Context: an optimization exercise on an open-source flow, tuned for small area, a short achievable clock period and few clock cycles per item. The choices shown serve that exercise and are no tape-out recipe.
Function not checked in this run: the RTL went through the layout flow alone.
Power is estimated from default activity; no workload was simulated.

`design/flow/run.sh`:
```
#!/bin/bash
# synth_recipe.tcl (not shown) runs the flow's synth.tcl, then flattens the netlist and writes it again
# the make line also repeats each setting of config.mk as NAME=value (left out here)
make -C /OpenROAD-flow-scripts/flow DESIGN_CONFIG=/design/flow/config.mk WORK_HOME=/design/flow/orfs CLKGATE_MAP_FILE= SYNTH_SCRIPT=/design/flow/synth_recipe.tcl finish
```
`design/flow/config.mk`:
```
export PLATFORM = sky130hd
export DESIGN_NAME = knight_blocked_lattice_path_count
export DESIGN_NICKNAME = knight_blocked_lattice_path_count
export VERILOG_FILES = /design/flow/design.v
export SDC_FILE = /design/flow/constraint.sdc
export NUM_CORES = 4
export LEC_CHECK = 0
export CAP_MARGIN = 20
export CORE_MARGIN = 2
export CORE_UTILIZATION = 50
export CTS_CLUSTER_DIAMETER = 110
export CTS_CLUSTER_SIZE = 24
export PLACE_DENSITY = 0.7
export SETUP_SLACK_MARGIN = 3.5
export SLEW_MARGIN = 20
```
`design/flow/constraint.sdc`:
```
create_clock -name core_clock -period 6.0 [get_ports {clk}]
set_input_delay 1.2000 -clock core_clock [delete_from_list [all_inputs] [get_ports {clk}]]
set_output_delay 1.2000 -clock core_clock [all_outputs]
set_load 0.01 [all_outputs]
```
`design/flow/design.v`:
```
package klpc_pkg;
	localparam int GRID_SIZE = 32;
	localparam int COORD_W   = 5;
	localparam int COUNT_W   = 59;
	localparam int NDIG = 15;
	localparam int KD0  = 3;
	localparam int KD   = 4;
	localparam int TD_W = 12;
	localparam int NSLOT = 5;
endpackage
import klpc_pkg::*;
module klpc_cell #(
	parameter int Y  = 0,
	parameter int W  = 1,
	parameter int WN = 1
) (
	input  logic            clk,
	input  logic            t_first,
	input  logic            t_last,
	input  logic [TD_W-1:0] t_dat,
	input  logic [WN-1:0]   nb,
	output logic [W-1:0]    cnt
);
	function automatic int dlo(input int d);
		dlo = (d == 0) ? 0 : KD0 + (d - 1) * KD;
	endfunction
	function automatic int ndig(input int w);
		ndig = (w <= KD0) ? 1 : 1 + (w - KD0 + KD - 1) / KD;
	endfunction
	localparam int ND = ndig(W);
	logic [4:0] f, ky;
	logic [1:0] cls;
	assign {f, ky, cls} = t_dat;
	logic copy, z, init, hit, blk;
	assign copy = t_last && ({1'b0, f} < 6'(Y));
	assign z    = t_first || copy;
	assign init = t_last ? (Y == 0) : (6'(Y) <= {1'b0, f});
	assign hit  = ((cls == 2'd0) && ({1'b0, ky} == 6'(Y))) ||
	              ((cls == 2'd1) && (({1'b0, ky} == 6'(Y + 2)) || ((Y >= 2) && ({1'b0, ky} == 6'(Y - 2))))) ||
	              ((cls == 2'd2) && (({1'b0, ky} == 6'(Y + 1)) || ((Y >= 1) && ({1'b0, ky} == 6'(Y - 1)))));
	assign blk  = !copy && hit;
	logic [((ND > 1) ? ND - 1 : 1):1] zq, bq, cy;
	for (genvar d = 0; d < ND; d++) begin : g_dig
		localparam int LO  = dlo(d);
		localparam int HI  = ((dlo(d + 1) < W) ? dlo(d + 1) : W) - 1;
		localparam int DW  = HI - LO + 1;
		localparam int NHI = (HI < WN - 1) ? HI : WN - 1;
		function automatic logic [DW:0] rca(input logic [DW-1:0] a, input logic [DW-1:0] b, input logic ci);
			logic c;
			c = ci;
			for (int i = 0; i < DW; i++) begin
				rca[i] = a[i] ^ b[i] ^ c;
				c = (a[i] & b[i]) | (a[i] & c) | (b[i] & c);
			end
			rca[DW] = c;
		endfunction
		logic [DW-1:0] q, own, nbd;
		logic [DW:0]   sum;
		assign cnt[HI:LO] = q;
		if (WN > LO) begin : g_nb
			assign nbd = DW'(nb[NHI:LO]);
		end else begin : g_nonb
			assign nbd = '0;
		end
		if (d == 0) begin : g_d0
			if (DW > 1) begin : g_w
				assign own = {cnt[HI:1] & {(DW-1){!z}}, !copy && (t_first ? init : cnt[0])};
			end else begin : g_n
				assign own = !copy && (t_first ? init : cnt[0]);
			end
			assign sum = rca(own, nbd, 1'b0);
			always_ff @(posedge clk) begin
				q <= blk ? '0 : sum[DW-1:0];
			end
			if (ND > 1) begin : g_c
				logic c_q, z_q, b_q;
				always_ff @(posedge clk) begin
					c_q <= sum[DW];
					z_q <= z;
					b_q <= blk;
				end
				assign cy[1] = c_q;
				assign zq[1] = z_q;
				assign bq[1] = b_q;
			end
		end else begin : g_dn
			assign own = cnt[HI:LO] & {DW{!zq[d]}};
			assign sum = rca(own, nbd, cy[d]);
			always_ff @(posedge clk) begin
				q <= bq[d] ? '0 : sum[DW-1:0];
			end
			if (d < ND - 1) begin : g_c
				logic c_q, z_q, b_q;
				always_ff @(posedge clk) begin
					c_q <= sum[DW];
					z_q <= zq[d];
					b_q <= bq[d];
				end
				assign cy[d+1] = c_q;
				assign zq[d+1] = z_q;
				assign bq[d+1] = b_q;
			end
		end
	end
endmodule
import klpc_pkg::*;
module klpc_ctrl (
	input  logic               clk,
	input  logic               arst_n,
	input  logic               in_valid,
	output logic               in_stall,
	input  logic [COORD_W-1:0] target_x,
	input  logic [COORD_W-1:0] target_y,
	input  logic [COORD_W-1:0] knight_x,
	input  logic [COORD_W-1:0] knight_y,
	output logic               out_valid,
	input  logic               out_stall,
	output logic [COUNT_W-1:0] path_count,
	output logic               o_first,
	output logic               o_last,
	output logic [TD_W-1:0]    o_dat,
	input  logic               p_first,
	input  logic               x_first,
	input  logic               x_last,
	input  logic [TD_W-1:0]    x_dat,
	input  logic [COUNT_W-1:0] res
);
	localparam int RING = 33;        
	localparam int SP   = NDIG + 2;  
	function automatic int dlo(input int d);
		dlo = (d == 0) ? 0 : KD0 + (d - 1) * KD;
	endfunction
	localparam int SIW = (NSLOT > 4) ? 3 : 2;    
	function automatic logic [SIW-1:0] slot_inc(input logic [SIW-1:0] v);
		slot_inc = (v == SIW'(NSLOT - 1)) ? '0 : v + SIW'(1);
	endfunction
	logic       a_v, p_v, b_v;
	logic       a_take, p_take, b_take;
	logic [4:0] a_tx, a_ty, a_kx, a_ky;
	logic       a_sw;
	logic stall_q, stall_i;
	assign in_stall = stall_q;
	assign a_take   = in_valid && !stall_i;
	assign p_take   = a_v && (!p_v || b_take);
	logic a_v_n, p_v_n;
	assign a_v_n = a_take || (a_v && !p_take);
	assign p_v_n = p_take || (p_v && !b_take);
	always_ff @(posedge clk or negedge arst_n) begin
		if (!arst_n) begin
			a_v     <= 1'b0;
			p_v     <= 1'b0;
			stall_q <= 1'b0;
			stall_i <= 1'b0;
		end else begin
			a_v     <= a_v_n;
			p_v     <= p_v_n;
			stall_q <= a_v_n && p_v_n;
			stall_i <= (a_v_n && p_take) || (a_v_n && p_v && !b_take);
		end
	end
	always_ff @(posedge clk) begin
		if (a_take) begin
			a_sw <= target_x > target_y;
			a_tx <= target_x;
			a_ty <= target_y;
			a_kx <= knight_x;
			a_ky <= knight_y;
		end
	end
	function automatic logic [10:0] b0calc(input logic [4:0] kx, input logic [4:0] ky);
		logic [4:0] m, b;
		logic       none;
		m    = 5'd31;
		b    = 5'd0;
		none = 1'b1;
		case (kx)
			5'd0: begin
				if (ky != 5'd0) begin
					m = ky - 5'd1;  b = ky;         none = 1'b0;
				end
			end
			5'd1: begin
				if (ky >= 5'd3) begin
					m = ky - 5'd3;  b = ky - 5'd2;  none = 1'b0;
				end else begin
					m = ky + 5'd1;  b = ky + 5'd2;  none = 1'b0;
				end
			end
			5'd2: begin
				if (ky >= 5'd2) begin
					m = ky - 5'd2;  b = ky - 5'd1;  none = 1'b0;
				end else begin
					m = ky;         b = ky + 5'd1;  none = 1'b0;
				end
			end
			default: begin
			end
		endcase
		b0calc = {none, b, m};
	endfunction
	logic [4:0]  ptx, pty, pkx, pky;
	logic [10:0] b0n, b0s;
	logic [4:0]  b0m, b0;
	logic        b0none;
	assign ptx = a_sw ? a_ty : a_tx;
	assign pty = a_sw ? a_tx : a_ty;
	assign pkx = a_sw ? a_ky : a_kx;
	assign pky = a_sw ? a_kx : a_ky;
	assign b0n = b0calc(a_kx, a_ky);
	assign b0s = b0calc(a_ky, a_kx);
	assign {b0none, b0, b0m} = a_sw ? b0s : b0n;
	logic       px01;
	assign px01 = (ptx[4:1] == 4'd0);
	logic       p_x0, p_lastcol;
	logic [1:0] p_x0cls;
	logic [4:0] p_x0ky, p_ky, p_ty, p_ff, p_rc0;
	logic [5:0] p_dxc0;
	always_ff @(posedge clk) begin
		if (p_take) begin
			p_x0      <= px01;
			p_x0cls   <= b0none ? 2'd3 : 2'd0;
			p_x0ky    <= b0;
			p_ky      <= pky;
			p_ty      <= pty;
			p_ff      <= px01 ? 5'd0 : b0m;
			p_dxc0    <= 6'd1 - {1'b0, pkx};
			p_rc0     <= px01 ? {4'd0, ptx[0]} : ptx - 5'd1;
			p_lastcol <= (ptx == 5'd0);
		end
	end
	logic       b_first, b_x0, b_lastcol, b_tok0;
	logic [1:0] b_x0cls, b_cls;
	logic [4:0] b_ky, b_x0ky, b_ty, b_ff, b_f;
	logic [5:0] b_dxc, b_dxc0;
	logic [4:0] b_rc, b_rc0;
	logic       issue;
	logic       ring, enter_q;
	logic [NSLOT-1:0] tmr_ok;
	assign b_tok0 = b_x0 && b_first;
	always_comb begin
		if (b_tok0) begin
			b_cls = b_x0cls;
		end else begin
			case (b_dxc)
				6'd0:        b_cls = 2'd0;
				6'd1, 6'h3f: b_cls = 2'd1;
				6'd2, 6'h3e: b_cls = 2'd2;
				default:     b_cls = 2'd3;
			endcase
		end
	end
	assign b_f = b_lastcol ? b_ty : b_ff;
	logic [NSLOT-1:0] islot;
	assign issue  = b_v && !ring && !enter_q && (!b_first || |(tmr_ok & islot));
	assign b_take = p_v && (!b_v || (issue && b_lastcol));
	always_ff @(posedge clk or negedge arst_n) begin
		if (!arst_n) begin
			b_v     <= 1'b0;
			b_first <= 1'b1;
		end else begin
			if (b_take) begin
				b_v     <= 1'b1;
				b_first <= 1'b1;
			end else if (issue) begin
				b_first <= 1'b0;
				if (b_lastcol) b_v <= 1'b0;
			end else if (enter_q) begin
				b_first <= 1'b1;
			end
		end
	end
	always_ff @(posedge clk) begin
		if (b_take) begin
			b_x0      <= p_x0;
			b_x0cls   <= p_x0cls;
			b_x0ky    <= p_x0ky;
			b_ky      <= p_ky;
			b_ty      <= p_ty;
			b_ff      <= p_ff;
			b_dxc     <= p_dxc0;
			b_dxc0    <= p_dxc0;
			b_rc      <= p_rc0;
			b_rc0     <= p_rc0;
			b_lastcol <= p_lastcol;
		end else if (issue) begin
			if (!b_tok0) b_dxc <= b_dxc + 6'd1;
			b_rc      <= b_rc - 5'd1;
			b_lastcol <= (b_rc == 5'd1);
		end else if (enter_q) begin
			b_dxc     <= b_dxc0;
			b_rc      <= b_rc0;
			b_lastcol <= (b_rc0 == 5'd0);
		end
	end
	localparam logic [1:0] S_FREE = 2'd0, S_RES = 2'd1, S_VAL = 2'd2;
	logic [NSLOT-1:0][1:0] sst;
	logic [NSLOT-1:0] sfree;
	logic [SIW-1:0]   wslot, cslot, rslot;
	logic             inq, qpass, seek, hc0, kill;
	logic [5:0]       hc, kc;
	logic [4:0]       kn;
	logic [5:0]       npend;
	logic             npz, npo;
	logic [5:0]       npend_p1, npend_m1;
	logic             pass_q;
	localparam int TW = (SP < 16) ? 4 : ((SP < 32) ? 5 : 6);
	logic [NSLOT-1:0][TW-1:0] tmr;
	logic xf, xl, in_q, cur_pass, recirc, pass_ev, cap0, head, lastiss;
	for (genvar i = 0; i < NSLOT; i++) begin : g_free
		assign sfree[i] = (sst[i] == S_FREE);
	end
	assign xf       = x_first && !kill;
	assign xl       = x_last && !kill;
	assign in_q     = xf || inq;
	assign cur_pass = xf ? pass_q : qpass;
	assign recirc   = in_q && !cur_pass && (ring || enter_q) && !kill;
	assign pass_ev  = xf && pass_q;
	assign cap0     = xl && in_q && cur_pass;
	assign head     = seek || hc0;
	assign lastiss  = issue && b_lastcol;
	logic       ring_n, seek_n, hc0_n, kill_n;
	logic [5:0] hc_n, kc_n;
	logic [4:0] kn_n, j;
	logic [SIW-1:0] wslot_n;
	assign j = b_v ? (b_rc0 - b_rc) : 5'd0;
	always_comb begin
		wslot_n = pass_ev ? slot_inc(wslot) : wslot;
		kc_n    = (kc != 6'd0) ? kc - 6'd1 : kc;
		kn_n    = kill ? kn - 5'd1 : kn;
		kill_n  = (kc <= 6'd1) && ((kn >= 5'd2) || ((kn == 5'd1) && !kill));
		hc_n    = (hc != 6'd0) ? hc - 6'd1 : hc;
		hc0_n   = (hc <= 6'd1);
		seek_n  = seek;
		ring_n  = ring;
		if (enter_q) begin
			ring_n = 1'b1;
			hc_n   = 6'(RING - 1);
			hc0_n  = 1'b0;
			seek_n = 1'b0;
			kn_n   = j;
			kc_n   = 6'(RING - 1) - {1'b0, j};
			kill_n = 1'b0;
		end else if (ring) begin
			if (xf && head) begin
				if (pass_q) begin
					seek_n = 1'b1;
				end else begin
					seek_n = 1'b0;
					hc_n   = 6'(RING - 1);
					hc0_n  = 1'b0;
				end
			end
			if (npz || (npo && pass_ev)) ring_n = 1'b0;
		end
	end
	logic n_first, n_head, n_free;
	assign n_first = p_first && !kill_n;
	assign n_head  = !ring_n || seek_n || hc0_n;
	assign n_free  = pass_ev ? sfree[slot_inc(wslot)] : sfree[wslot];
	always_ff @(posedge clk or negedge arst_n) begin
		if (!arst_n) begin
			ring    <= 1'b0;
			inq     <= 1'b0;
			qpass   <= 1'b0;
			seek    <= 1'b0;
			hc      <= 6'd0;
			hc0     <= 1'b1;
			kc      <= 6'd0;
			kn      <= 5'd0;
			kill    <= 1'b0;
			npend    <= 6'd0;
			npend_p1 <= 6'd1;
			npend_m1 <= 6'h3f;
			npz      <= 1'b1;
			npo     <= 1'b0;
			pass_q  <= 1'b0;
			enter_q <= 1'b0;
			islot   <= NSLOT'(1);
			tmr     <= '0;
			tmr_ok  <= '1;
		end else begin
			ring    <= ring_n;
			inq     <= in_q && !xl;
			if (xf) qpass <= pass_q;
			seek    <= seek_n;
			hc      <= hc_n;
			hc0     <= hc0_n;
			kc      <= kc_n;
			kn      <= kn_n;
			kill    <= kill_n;
			if (lastiss && !pass_ev) begin
				npend    <= npend_p1;
				npend_p1 <= npend_p1 + 6'd1;
				npend_m1 <= npend;
				npz      <= 1'b0;
				npo      <= npz;
			end else if (!lastiss && pass_ev) begin
				npend    <= npend_m1;
				npend_p1 <= npend;
				npend_m1 <= npend_m1 - 6'd1;
				npz      <= npo;
				npo      <= (npend == 6'd2);
			end
			pass_q  <= n_head && n_free;
			enter_q <= !ring_n && n_first && !(n_head && n_free);
			for (int i = 0; i < NSLOT; i++) begin
				if (lastiss && islot[i]) begin
					tmr[i]    <= TW'(SP);
					tmr_ok[i] <= 1'b0;
				end else if (tmr[i] != '0) begin
					tmr[i]    <= tmr[i] - TW'(1);
					tmr_ok[i] <= (tmr[i] == TW'(1));
				end
			end
			if (lastiss) islot <= {islot[NSLOT-2:0], islot[NSLOT-1]};
		end
	end
	always_ff @(posedge clk or negedge arst_n) begin
		if (!arst_n) begin
			o_first <= 1'b0;
			o_last  <= 1'b0;
		end else if (recirc) begin
			o_first <= x_first;
			o_last  <= x_last;
		end else if (issue) begin
			o_first <= b_first;
			o_last  <= b_lastcol;
		end else begin
			o_first <= 1'b0;
			o_last  <= 1'b0;
		end
	end
	always_ff @(posedge clk) begin
		if (recirc) begin
			o_dat <= x_dat;
		end else begin
			o_dat <= {b_f, b_tok0 ? b_x0ky : b_ky, b_cls};
		end
	end
	logic [NDIG-1:1]               capv;
	logic [NDIG-1:1][SIW-1:0]      caps;
	logic [NSLOT-1:0][COUNT_W-1:0] slot;
	always_ff @(posedge clk or negedge arst_n) begin
		if (!arst_n) begin
			capv  <= '0;
			cslot <= '0;
			wslot <= '0;
			rslot <= '0;
			sst   <= '0;
		end else begin
			capv[1] <= cap0;
			for (int d = 2; d < NDIG; d++) capv[d] <= capv[d-1];
			if (cap0) cslot <= slot_inc(cslot);
			wslot <= wslot_n;
			if (pass_ev) sst[wslot] <= S_RES;
			if (capv[NDIG-1]) sst[caps[NDIG-1]] <= S_VAL;
			if (hand) sst[rslot] <= S_FREE;
			rslot <= rslot_n;
		end
	end
	always_ff @(posedge clk) begin
		caps[1] <= cslot;
		for (int d = 2; d < NDIG; d++) caps[d] <= caps[d-1];
	end
	for (genvar d = 0; d < NDIG; d++) begin : g_cap
		localparam int LO = dlo(d);
		localparam int HI = ((dlo(d + 1) < COUNT_W) ? dlo(d + 1) : COUNT_W) - 1;
		logic       en;
		logic [SIW-1:0] ci;
		if (d == 0) begin : g_e0
			assign en = cap0;
			assign ci = cslot;
		end else begin : g_en
			assign en = capv[d];
			assign ci = caps[d];
		end
		for (genvar s = 0; s < NSLOT; s++) begin : g_s
			logic [HI-LO:0] q;
			always_ff @(posedge clk) begin
				if (en && (ci == SIW'(s))) q <= res[HI:LO];
			end
			assign slot[s][HI:LO] = q;
		end
	end
	logic               ov_q, ov_i, hand;
	logic [SIW-1:0]     rslot_n;
	logic [COUNT_W-1:0] out_q;
	assign hand    = ov_i && !out_stall;
	assign rslot_n = hand ? slot_inc(rslot) : rslot;
	always_ff @(posedge clk or negedge arst_n) begin
		if (!arst_n) begin
			ov_q <= 1'b0;
			ov_i <= 1'b0;
		end else begin
			ov_q <= (sst[rslot_n] == S_VAL);
			ov_i <= hand ? (sst[slot_inc(rslot)] == S_VAL) : (sst[rslot] == S_VAL);
		end
	end
	always_ff @(posedge clk) begin
		out_q <= slot[rslot_n];
	end
	assign out_valid  = ov_q;
	assign path_count = out_q;
endmodule
import klpc_pkg::*;
module knight_blocked_lattice_path_count (
	input  logic               clk,
	input  logic               arst_n,
	input  logic               in_valid,
	output logic               in_stall,
	input  logic [COORD_W-1:0] target_x,
	input  logic [COORD_W-1:0] target_y,
	input  logic [COORD_W-1:0] knight_x,
	input  logic [COORD_W-1:0] knight_y,
	output logic               out_valid,
	input  logic               out_stall,
	output logic [COUNT_W-1:0] path_count
);
	function automatic int roww(input int y);
		case (y)
			0: roww = 1;   1: roww = 6;   2: roww = 10;  3: roww = 13;
			4: roww = 16;  5: roww = 19;  6: roww = 22;  7: roww = 24;
			8: roww = 26;  9: roww = 29;  10: roww = 31; 11: roww = 32;
			12: roww = 34; 13: roww = 36; 14: roww = 38; 15: roww = 39;
			16: roww = 41; 17: roww = 42; 18: roww = 44; 19: roww = 45;
			20: roww = 47; 21: roww = 48; 22: roww = 49; 23: roww = 50;
			24: roww = 52; 25: roww = 53; 26: roww = 54; 27: roww = 55;
			28: roww = 56; 29: roww = 57; 30: roww = 58; default: roww = 59;
		endcase
	endfunction
	function automatic int rowoff(input int y);
		case (y)
			0: rowoff = 0;  1: rowoff = 1;  2: rowoff = 7;  3: rowoff = 17;
			4: rowoff = 30;  5: rowoff = 46;  6: rowoff = 65;  7: rowoff = 87;
			8: rowoff = 111;  9: rowoff = 137;  10: rowoff = 166;  11: rowoff = 197;
			12: rowoff = 229;  13: rowoff = 263;  14: rowoff = 299;  15: rowoff = 337;
			16: rowoff = 376;  17: rowoff = 417;  18: rowoff = 459;  19: rowoff = 503;
			20: rowoff = 548;  21: rowoff = 595;  22: rowoff = 643;  23: rowoff = 692;
			24: rowoff = 742;  25: rowoff = 794;  26: rowoff = 847;  27: rowoff = 901;
			28: rowoff = 956;  29: rowoff = 1012;  30: rowoff = 1069;  31: rowoff = 1127;
			32: rowoff = 1186;
			default: rowoff = 0;
		endcase
	endfunction
	localparam int NB = rowoff(GRID_SIZE);
	logic [GRID_SIZE:0]           t_first, t_last;
	logic [GRID_SIZE:0][TD_W-1:0] t_dat;
	logic [GRID_SIZE:1]           tq_first, tq_last;
	logic [GRID_SIZE:1][TD_W-1:0] tq_dat;
	logic                         t0_first, t0_last;
	logic [TD_W-1:0]              t0_dat;
	logic [NB-1:0]                rows;
	klpc_ctrl u_ctrl (
		.clk        (clk),
		.arst_n     (arst_n),
		.in_valid   (in_valid),
		.in_stall   (in_stall),
		.target_x   (target_x),
		.target_y   (target_y),
		.knight_x   (knight_x),
		.knight_y   (knight_y),
		.out_valid  (out_valid),
		.out_stall  (out_stall),
		.path_count (path_count),
		.o_first    (t0_first),
		.o_last     (t0_last),
		.o_dat      (t0_dat),
		.p_first    (t_first[GRID_SIZE-1]),
		.x_first    (t_first[GRID_SIZE]),
		.x_last     (t_last[GRID_SIZE]),
		.x_dat      (t_dat[GRID_SIZE]),
		.res        (rows[NB-1 -: COUNT_W])
	);
	assign t_first = {tq_first, t0_first};
	assign t_last  = {tq_last, t0_last};
	assign t_dat   = {tq_dat, t0_dat};
	always_ff @(posedge clk or negedge arst_n) begin
		if (!arst_n) begin
			tq_first <= '0;
			tq_last  <= '0;
		end else begin
			tq_first <= t_first[GRID_SIZE-1:0];
			tq_last  <= t_last[GRID_SIZE-1:0];
		end
	end
	always_ff @(posedge clk) begin
		tq_dat <= t_dat[GRID_SIZE-1:0];
	end
	for (genvar i = 0; i < GRID_SIZE; i++) begin : g_cell
		localparam int W   = roww(i);
		localparam int OFF = rowoff(i);
		localparam int WN  = (i == 0) ? 1 : roww(i - 1);
		logic [WN-1:0] nb;
		if (i == 0) begin : g_first
			assign nb = '0;
		end else begin : g_rest
			assign nb = rows[rowoff(i - 1) +: WN];
		end
		klpc_cell #(.Y(i), .W(W), .WN(WN)) u_cell (
			.clk     (clk),
			.t_first (t_first[i]),
			.t_last  (t_last[i]),
			.t_dat   (t_dat[i]),
			.nb      (nb),
			.cnt     (rows[OFF +: W])
		);
	end
endmodule
```
==> flow_summary.toml <==
[run_status]
status = "complete, no violations"

[synth]
post_synth_mux_area_share = 0.01684
ys_seq_elements = 3119
synth_compound_area_frac = 0.02867
synth_nets = 10470
synth_top_cell_by_area = "dfxtp_1"
synth_flop_cell = "dfxtp_1"
synth_fa_ha_area_frac = 0.1995
yosysUniqueCellTypes = 91
synth_top_family_by_area = "adder cells"
synth_seq_area_share = 0.5663
synth_xor_area_frac = 0.006628
synth_warnings = 34
syn_area_per_cell_um2 = 12.92
synth_area_leaders = "dfxtp_1, fa_1, edfxtp_1, nor2b_1, dfrtp_1"
netlist.area_leader.share = 0.4272
synth_edf_count = 395
async_flop_share = 0.05963
syn_area_um2 = 118900
synthSimpleGateAreaFrac = 0.1469
syn_inst = 9205

[clock_tree]
cts_tree = "yes"
clk_pin_slew_ps = 100
cts-root-buf = "clkbuf_16"
cts_sinks = 3119
cts_max_level = 4
cts_buffer_depth = 3
clk-insertion-delay-late_ps = 810
cts_made_buffers = 148
postCtsHoldBufs = 0

[timing]
worst-slew-pin-transition_ps = 1088
setup_viol = 0
max_slew_margin = 0.2647
final.setup.tns_ps = 0
finalCriticalPeriod_ps = 2545
fin_crit_sh = 0.4242
fmax_mhz = 392.9
rsz0062_at_grt = "true"
final.setup_skew_ps = 24.17
hold_viol = 0
slew_violations = 0

[detailed_routing]
via_per_inst = 4.762
firstDrtPassIters = 5
via_count = 60280
drc = 0
post_drt_wl_per_cell_um = 13.98
totalWireLength_um = 177000
first_iter_violations = 2619
ant_nets = 0

[placement]
placed_area_um2 = 123500
gp_congestion = 0.7695
dp_hpwl_um = 129300
place.port_buffers = 84

[die]
start_util = 0.5014
die_x_um = 491.7
die_area_um2 = 241800
die_h_um = 491.7
placementRows = 179
core_area_um2 = 237200
io_pins = 85

[setup_path]
path_cells = "buf_6"
path_class = "reg2out"
cp_max_fo = 2
worstPathRequired_ps = 4800
worst_path_largest_cell_delay_ps = 420
cp_top_family = "flip-flops"
crit_arrival_ps = 1340
endpoint_kind = "primary output"
cpMaxStageDelayCell = "dfrtp_2"
path_buf_inv = 1
critPathLaunchType = "flip-flop"

[grt]
overflow = 0
antenna_found_initial = 2
grt_max_degree = 89
grt_pass1_vias = 64800
grtUsageTotal = 0.1525
grt_pass1_wl_um = 312100

[job]
drv_cap = 0

[finish]
synthToLayoutAreaGrowth_pct = 8.943
fin_nets = 10690
fin_area_um2 = 129600
layout-drive-gt1-share = 0.1017

[hold_path]
hp-class = "reg2reg"

[pwr]
ir_drop_mv = 0.3827
powerDensity_nw_per_um2 = 620.1
p_leak_nw = 54.02
-- layer usage --
metal,track usage,share of wire
met5,0,0
met2,0.2725,0.51
met1,0.1975,0.44
met4,0.03262,0.018
met3,0.02020,0.027
-- layout make-up --
type	count	area, um2
fill	19370	107600
tap	3167	3963
antenna	1	2.502
timing repair buffer	145	1485
inverter	1016	3819
multi-input combinational	4998	48430
clock inverter	12	141.4
clock buffer	201	4009
sequential	3119	67720
-- cells in the mapped netlist (29+ instances only) --
master	instances
mux2i_1	40
o21ai_0	115
clkbuf_1	43
a22o_1	61
edfxtp_1	395
and2_1	80
nor3b_1	29
nand3_1	32
nand2_1	246
nor2b_1	1663
fa_1	1097
nand2b_1	308
dfrtp_1	170
nor3_1	62
inv_1	1016
nor2_1	453
ha_1	139
a21oi_1	128
mux4_2	60
xnor2_1	66
dfxtp_1	2538
-- per-stage QoR --
stage | util | total power [W] | setup slack, ps | hold WS [ps] | cells
after floorplan | - | 0.06108 | 3331 | 309.6 | 9205
after global placement | 0.5209 | 0.06733 | 1840 | 310.6 | 12400
after detailed placement | 0.5209 | 0.06951 | 1810 | 312.1 | 12400
after CTS | 0.5409 | 0.08121 | 3374 | 329.5 | 12640
after global routing | 0.5463 | 0.08965 | 3377 | 337.9 | 12660
final | 0.5463 | 0.08034 | 3455 | 330.5 | 12660
-- cell usage in the layout (no fill, tap or decap), types with 17 or more instances in the layout --
cell	count
nand3_1	32
dfrtp_1	167
dfxtp_2	234
and3_1	22
dfxtp_1	2284
nor3_1	59
nand2b_1	308
fa_2	233
a211oi_1	17
edfxtp_1	395
nor4bb_1	25
and2_1	78
mux2i_1	39
or3_1	20
clkdlybuf4s50_1	22
a22o_1	61
dfxtp_4	20
ha_1	132
xnor2_1	66
buf_6	54
buf_4	49
inv_1	1012
fa_1	864
clkbuf_16	155
o22ai_1	23
nor2b_1	1662
nand2_1	246
o21ai_0	111
mux4_2	60
a21oi_1	122
mux2_2	20
nor2_1	452
nor3b_1	28
xor2_1	24
clkbuf_1	48
-- power by group --
part / internal, W / switching (W) / total (W)
combinational: 0.0168 / 0.0152 / 0.0320
sequential: 0.0311 / 0.00620 / 0.0373
clock: 0.00473 / 0.00625 / 0.0110
total: 0.0527 / 0.0277 / 0.0803
-- sequential cells by signal (all words and copies together) (netlist names), 32 cells and up --
register	flops
g_cell.u_cell.g_dig.q	1186
tq_dat	384
u_ctrl.g_cap.g_s.q	295
g_cell.u_cell.g_dig.g_dn.g_c.b_q	254
g_cell.u_cell.g_dig.g_dn.g_c.c_q	254
g_cell.u_cell.g_dig.g_dn.g_c.z_q	254
u_ctrl.out_q	59
u_ctrl.caps	42
tq_first	32
tq_last	32
-- final timing paths --
path / startpoint / endpoint / slack (ps) / cells past startpoint
max: u_ctrl.ov_q / out_valid / 3460 / 1
min: tq_dat[211] / tq_dat[223] / 330 / 0
max reg2reg: u_ctrl.a_kx[4] / u_ctrl.p_x0ky[4] / 3560 / 4
min reg2reg: tq_dat[211] / tq_dat[223] / 330 / 0
max in group asynchronous: arst_n / u_ctrl.rslot[0] / 4220 / 2
min in group asynchronous: arst_n / u_ctrl.islot[4] / 420 / 1
-- kinds of logic (layout without fill, tap and decap cells) --
kind of cell | count (synthesis) | count (layout)
mux | 122 | 123
simple gates | 3036 | 3036
flops | 3119 | 3119
buf+inv | 1090 | 1374
xor+xnor | 90 | 90
other cells | 0 | 1
fa+ha+maj | 1238 | 1238
compound gates | 510 | 511
-- repair_timing --
| action | 4_1_cts | 5_1_grt |
|---|---|---|
| setup endpoints to repair | 229 | 439 |
| setup buffers | 20 | 15 |
| gates cloned | 3 | 3 |
| resized for setup | 438 | 476 |
| pin swaps | 2 | 16 |

## afterwards: timing with drivers on the ports
The results above use ideal ports. As a check the final layout listed here was re-extracted and re-timed, cells and wires unchanged.
Step 1 assumes that a clkbuf_16 drives the clock port and a buf_2 every other input.
Step 2 adds t to the input delays and takes it off the output delays; t is the mean of the earliest and latest rising clock arrival at the registers after step 1. Input paths then give back, and output paths get back, about the clock's delay inside the block.
Slacks: ideal / step 1 / step 2; pairs: ideal / step 1.
t, ns: 0.887
slack for setup (ns): 3.455 / 3.368 / 2.663
latest minus earliest clock arrival (ns): 0.033 / 0.033
After both steps this run still meets setup and hold. The setup slack of this run moves by -0.087 ns with the drivers and by -0.792 ns with both steps.
